From an optimization exercise on the open Yosys and OpenROAD flow, aimed at small area and a short achievable clock period; shortcuts taken in it are not production practice.
Only simulation tests tie the RTL to the original design; equivalence was not proved.

==> inputs of wip/willow <==
// calc_op_master
module calc_op_master #(
  parameter int WIDTH   = 32,
  parameter int TIMEOUT = 64,
  parameter int CNT_W   = 16
) (
  input  logic             clk,
  input  logic             rst,
  input  logic             cmd_valid,
  output logic             cmd_ready,
  input  logic [1:0]       cmd_op,
  input  logic [WIDTH-1:0] cmd_a,
  input  logic [WIDTH-1:0] cmd_b,
  output logic [1:0]       calc_ctrl,
  output logic [WIDTH-1:0] calc_a,
  output logic [WIDTH-1:0] calc_b,
  output logic             calc_din_valid,
  input  logic             calc_stall_out,
  output logic             calc_stall_in,
  input  logic [WIDTH-1:0] calc_out,
  input  logic             calc_dout_valid,
  output logic             res_valid,
  input  logic             res_ready,
  output logic [WIDTH-1:0] res_data,
  output logic [1:0]       res_op,
  output logic             res_err,
  output logic             res_dz,
  output logic             res_timeout,
  output logic [CNT_W-1:0] op_cnt,
  output logic [CNT_W-1:0] err_cnt
);
clock: 100.0 ns
lec_check: 0
abc_area: 1
cap_margin: 20
core_margin: 2
core_utilization: 40
slew_margin: 20
synth_hierarchical: 1
synth_minimum_keep_size: 0
standard.sh (not shown) runs the stock make flow with config.mk's settings and CLKGATE_MAP_FILE= SYNTH_SCRIPT=/design/flow/synth_recipe.tcl, a recipe that flattens the netlist after the stock synthesis.
==> flow/flow/run.sh <==
#!/bin/bash
# The standard layout (standard.sh) with changes in effort only, none in constraints:
# - the ports are buffered by the smallest plain buffer (buf_1) instead of the delay buffer
#   buffer_ports picks by default;
# - the timing repair steps aim for extra setup slack (SETUP_SLACK_MARGIN), so that they
#   strengthen the calc_out-to-res_err paths, which otherwise meet the 100 ns clock untouched;
#   after placement they may only resize cells and swap pins (no new buffers).
set -euo pipefail
BUF='BUFFER_PORTS_ARGS=-buffer_cell sky130_fd_sc_hd__buf_1'
bash standard.sh "$BUF" SETUP_SLACK_MARGIN=76 floorplan > standard_flow_floorplan.log 2>&1
bash standard.sh "$BUF" SETUP_SLACK_MARGIN=76 SETUP_MOVE_SEQUENCE=sizeup,swap \
  finish > standard_flow.log 2>&1
==> wip/umber (differences from wip/willow) <==
--- a/flow/config.mk
+++ b/flow/config.mk
@@ -9,6 +9,8 @@
 export CAP_MARGIN = 20
 export CORE_MARGIN = 2
 export CORE_UTILIZATION = 40
+export CTS_BUF_LIST = sky130_fd_sc_hd__clkbuf_4 sky130_fd_sc_hd__clkbuf_8
+export PLACE_DENSITY = 0.8
 export SLEW_MARGIN = 20
 export SYNTH_HIERARCHICAL = 1
 export SYNTH_MINIMUM_KEEP_SIZE = 0
==> comparison <==
Core utilization: wip/umber is lower than wip/willow (0.59 points). Between wip/umber and wip/willow, the lower via count is in wip/willow (gap 1.8%, measured against wip/willow). In count of clock-buffer cells in the layout, wip/willow and wip/umber do not differ. Flip-flop and latch count is the same in wip/willow and wip/umber. Worst setup slack: wip/umber is better than wip/willow (0.22 ns). In wip/willow the first-iteration DRC count is smaller than in wip/umber, by about 22%.
==> figures <==
quantity                                                             wip/willow                wip/umber
Result of the run                                       complete, no violations  complete, no violations
Number of non-filler instances in the completed layout                    3,384                    3,380
Clock distribution area overhead in the final layout                      2.70%                    1.79%
Amount of wire on met3 after detailed routing                         11,300 µm                12,400 µm
Worst-case reg-to-reg path depth                                             54                       55
Total instance count after detailed placement                             3,352                    3,348
Logic depth of the worst setup path including buffers                        28                       26
Critical-path cell with the highest stage delay           sky130_fd_sc_hd__fa_2    sky130_fd_sc_hd__fa_1

========
==> v2 <==
calc_op_master again, from the RTL that the note above started with.
Settings: LEC_CHECK=0, ABC_AREA=1, CAP_MARGIN=20, CORE_MARGIN=2, CORE_UTILIZATION=40, CTS_BUF_LIST=sky130_fd_sc_hd__clkbuf_4 sky130_fd_sc_hd__clkbuf_8, SLEW_MARGIN=20, SYNTH_HIERARCHICAL=1, SYNTH_MINIMUM_KEEP_SIZE=0; clock period 100.0 ns.
Scripts as last shown in full above: flow/flow/run.sh
==> inputs of v33, as changes to v2 <==
- CORE_UTILIZATION: 40 -> 50
- PLACE_DENSITY: default -> 0.8
==> inputs of v29, as changes to v2 <==
==> flow/flow/run.sh (replaced) <==
#!/bin/bash
# The standard layout (standard.sh) with two changes in effort, none in constraints:
# - the ports are buffered by the smallest plain buffer (buf_1) instead of the delay buffer
#   buffer_ports picks by default;
# - the floorplan step's timing repair (gate sizing only) aims for extra setup slack
#   (SETUP_SLACK_MARGIN), so that it strengthens the weak drivers on the calc_out-to-res_err
#   paths, which otherwise meet the 100 ns clock untouched. The later steps run as standard.
set -euo pipefail
bash standard.sh 'BUFFER_PORTS_ARGS=-buffer_cell sky130_fd_sc_hd__buf_1' \
  SETUP_SLACK_MARGIN=76 floorplan > standard_flow_floorplan.log 2>&1
bash standard.sh 'BUFFER_PORTS_ARGS=-buffer_cell sky130_fd_sc_hd__buf_1' \
  finish > standard_flow.log 2>&1
- CTS_BUF_LIST: sky130_fd_sc_hd__clkbuf_4 sky130_fd_sc_hd__clkbuf_8 -> default
==> comparison table <==
	v33	v29	v2
Launch instance of the worst min-delay path	res_data[1]	res_data[28]	res_data[28]
Final estimated routing congestion in global placement	1.10	1.02	1.02
Maximum net fanout on the critical path	16	11	11
Number of non-clock buffers	290	292	292
Final non-filler cell area	22600 um2	22700 um2	22800 um2
Standard-cell rows	73	82	82
Post-layout net count	3168	3170	3170
Status	no timing/DRC/antenna violations	no timing/DRC/antenna violations	no timing/DRC/antenna violations
Post-layout worst setup margin	74060 ps	73160 ps	73910 ps
Hold Path End	res_data[1]	res_data[28]	res_data[28]
CP arrival	26390 ps	27210 ps	26540 ps
Reg-to-reg setup timing slack	81810 ps	81570 ps	81570 ps
Data required time of the critical path	100450 ps	100370 ps	100450 ps
PostCTS Resize Cnt	40	0	29
Met2 WL post-DR	38800 um	42500 um	42800 um
Total Routing Usage GR	44.0%	36.8%	36.8%

-- static timing again, ports no longer ideal --
How much do the figures lean on ideal ports? The routed layouts below were timed once more, with nothing changed but the port constraints.
Step 1 sets driving cells, clkbuf_16 on the clock port and buf_2 on the other inputs (assumed; they add their load-dependent delay and slew).
Step 2, shift: input delay + t, output delay - t, t = (earliest + latest rising clock arrival at the registers) / 2. This alone moves slack from input paths to output paths.
Three values: ideal ports, drivers, drivers and shift; two values: the first two.
| run | t (ns) | setup WS [ns] | latest minus earliest clock arrival (ns) |
|---|---|---|---|
| wip/willow | 0.544 | 73.879 / 73.901 / 73.356 | 0.019 / 0.019 |
| wip/umber | 0.621 | 74.103 / 74.129 / 73.508 | 0.022 / 0.022 |
| v2 | 0.617 | 73.910 / 73.913 / 73.295 | 0.026 / 0.027 |
| v33 | 0.604 | 74.061 / 74.086 / 73.482 | 0.034 / 0.034 |
| v29 | 0.545 | 73.160 / 73.203 / 72.658 | 0.018 / 0.018 |
After both steps setup and hold are still met in every run listed. For v2, which loses most, drivers alone change the setup slack by +0.003 ns; drivers and shift together by -0.615 ns.
